What follows belongs to an exercise in optimizing a design on an open flow for small area; a production flow would make more cautious choices. Only simulation tests tie the RTL to the original design; equivalence was not proved. Power and IR drop assume default switching activity.

==> flow/design.v <==
package regfile_pkg;
  typedef enum logic {
    RF_INIT,
    RF_READY
  } rf_state_e;
  function automatic integer rf_aw(input integer nreg);
    rf_aw = $clog2(nreg);
  endfunction
endpackage
module regfile_init_fsm
#(
  parameter int NREG = 32
) (
  input  logic                     clk,
  input  logic                     rst,
  output logic                     busy,
  output logic                     clr_we,
  output logic [$clog2(NREG)-1:0]  clr_addr
);
  localparam int AW = regfile_pkg::rf_aw(NREG);
  regfile_pkg::rf_state_e      state_q, state_d;
  logic [AW-1:0]  cnt_q, cnt_d;
  always_comb begin
    state_d = state_q;
    cnt_d   = cnt_q;
    if (state_q == regfile_pkg::RF_INIT) begin
      if (cnt_q == AW'(NREG - 1)) state_d = regfile_pkg::RF_READY;
      else cnt_d = cnt_q + AW'(1);
    end
  end
  always_ff @(posedge clk or posedge rst) begin
    if (rst) begin
      state_q <= regfile_pkg::RF_INIT;
      cnt_q   <= '0;
    end else begin
      state_q <= state_d;
      cnt_q   <= cnt_d;
    end
  end
  assign busy     = (state_q == regfile_pkg::RF_INIT);
  assign clr_we   = busy;
  assign clr_addr = cnt_q;
endmodule
module regfile_mp
#(
  parameter int XLEN     = 32,
  parameter int NREG     = 32,
  parameter int NRD      = 2,
  parameter int NWR      = 1,
  parameter int ZERO_REG = 1
) (
  input  logic                          clk,
  input  logic                          rst,
  input  logic [NWR-1:0]                wen,
  input  logic [NWR*$clog2(NREG)-1:0]   waddr,
  input  logic [NWR*XLEN-1:0]           wdata,
  input  logic [NRD*$clog2(NREG)-1:0]   raddr,
  output logic [NRD*XLEN-1:0]           rdata,
  output logic                          init_busy
);
  localparam int AW = regfile_pkg::rf_aw(NREG);
  logic            clr_we;
  logic [AW-1:0]   clr_addr;
  logic [NWR-1:0]  wr_ok;
  logic [NREG-1:0][XLEN-1:0] mem_q;
  logic [NREG-1:0][XLEN-1:0] mem_d;
  logic [NREG-1:0][XLEN-1:0] mem_s;    
  regfile_init_fsm #(
    .NREG (NREG)
  ) u_init (
    .clk      (clk),
    .rst      (rst),
    .busy     (init_busy),
    .clr_we   (clr_we),
    .clr_addr (clr_addr)
  );
  always_comb begin
    wr_ok = '0;
    for (int i = 0; i < NWR; i++) begin
      wr_ok[i] = wen[i] && !init_busy &&
                 (ZERO_REG == 0 || waddr[i*AW +: AW] != '0);
    end
  end
  always_comb begin
    mem_d = mem_q;
    if (clr_we) begin
      mem_d = '0;
    end else begin
      for (int i = 0; i < NWR; i++) begin
        if (wr_ok[i]) mem_d[waddr[i*AW +: AW]] = wdata[i*XLEN +: XLEN];
      end
    end
  end
  always_ff @(posedge clk) begin
    mem_s <= mem_d;
  end
  always_comb begin
    mem_q = mem_s;
    if (ZERO_REG != 0) mem_q[0] = '0;
  end
  for (genvar j = 0; j < NRD; j++) begin : g_rd
    logic [AW-1:0]   ra;
    logic [XLEN-1:0] rd;
    assign ra = raddr[j*AW +: AW];
    always_comb begin
      rd = mem_q[ra];
      for (int i = 0; i < NWR; i++) begin
        if (wr_ok[i] && waddr[i*AW +: AW] == ra) rd = wdata[i*XLEN +: XLEN];
      end
      if (init_busy || (ZERO_REG != 0 && ra == '0)) rd = '0;
    end
    assign rdata[j*XLEN +: XLEN] = rd;
  end
endmodule
module regfile_4r2w (
  input  logic          clk,
  input  logic          rst,
  input  logic [1:0]    wen,
  input  logic [9:0]    waddr,
  input  logic [63:0]   wdata,
  input  logic [19:0]   raddr,
  output logic [127:0]  rdata,
  output logic          init_busy
);
  regfile_mp #(
    .XLEN     (32),
    .NREG     (32),
    .NRD      (4),
    .NWR      (2),
    .ZERO_REG (1)
  ) u_rf (
    .clk       (clk),
    .rst       (rst),
    .wen       (wen),
    .waddr     (waddr),
    .wdata     (wdata),
    .raddr     (raddr),
    .rdata     (rdata),
    .init_busy (init_busy)
  );
endmodule
clock: 6.0 ns
lec_check: 0
cap_margin: 40
cell_pad_in_sites_detail_placement: 1
cell_pad_in_sites_global_placement: 2
core_margin: 2
core_utilization: 25
setup_slack_margin: 0.3
slew_margin: 40
run.sh (not shown) runs the stock make flow with config.mk's settings and CLKGATE_MAP_FILE= SYNTH_SCRIPT=/design/flow/synth_recipe.tcl, a recipe that flattens the netlist after the stock synthesis.
The first run went through all stages and came out clean.
Change:
CAP_MARGIN = 20   (was 40)
CORE_UTILIZATION = 30   (was 25)
SETUP_SLACK_MARGIN = 0.03   (was 0.3)
SLEW_MARGIN = 20   (was 40)
Result: The new run completed and failed the layout checks on max-capacitance violations, max-slew violations, negative setup slack. Global-route usage is higher by 5.8 points. Wire length decreases by 1.2%. Register-to-register slack is worse by 220 ps. Design area shrinks by about 0.8%. Power came out lower by 0.41%.
Change:
CAP_MARGIN = 30   (was 20)
SETUP_SLACK_MARGIN = 0.2   (was 0.03)
SLEW_MARGIN = 30   (was 20)
- The changed run completed without violations
- die area is unchanged
- count of clock-buffer cells in the layout climbs by 8
- clock power climbs by 5.8%
- power climbs by 1.6%
- via count climbs by 0.50%
Change:
CAP_MARGIN = 40   (was 30)
SETUP_SLACK_MARGIN = 0.3   (was 0.2)
SLEW_MARGIN = 40   (was 30)
Effect:
- setup slack gets better by 84 ps
- sequential power barely changes
- via count came out lower by 0.55%
- clock power came out lower by 3.7%
- routed wire length is about the same
- design area barely changes
- synthesized cell count does not change

[what the ideal ports hide]
How much do the figures lean on ideal ports? The routed layouts below were timed once more, with nothing changed but the port constraints. Step 1: set_driving_cell puts a clkbuf_16 on clk and a buf_2 on each other input, an assumption about the parent block. Step 2 times the ports against the registers' clock, not the clock port: input delays grow and output delays shrink by t, the midpoint of the rising clock arrivals with the driver on. a / b / c = ideal ports / drivers / drivers and shift; a / b = the first two.
run | t (ns) | setup slack, ns | clock arrival spread, ns | worst data-port slew with drivers (ns)
the first run | 0.938 | 0.190 / 0.137 / 0.137 | 0.051 / 0.051 | 0.20
the second run | 0.925 | -0.066 / -0.112 / -0.112 | 0.038 / 0.037 | 0.12
the third run | 0.920 | 0.144 / 0.120 / 0.120 | 0.035 / 0.035 | 0.15
the fourth run | 0.930 | 0.228 / 0.198 / 0.198 | 0.034 / 0.034 | 0.12
For the first run, which loses most, drivers alone change the setup slack by -0.053 ns; drivers and shift together by -0.053 ns.
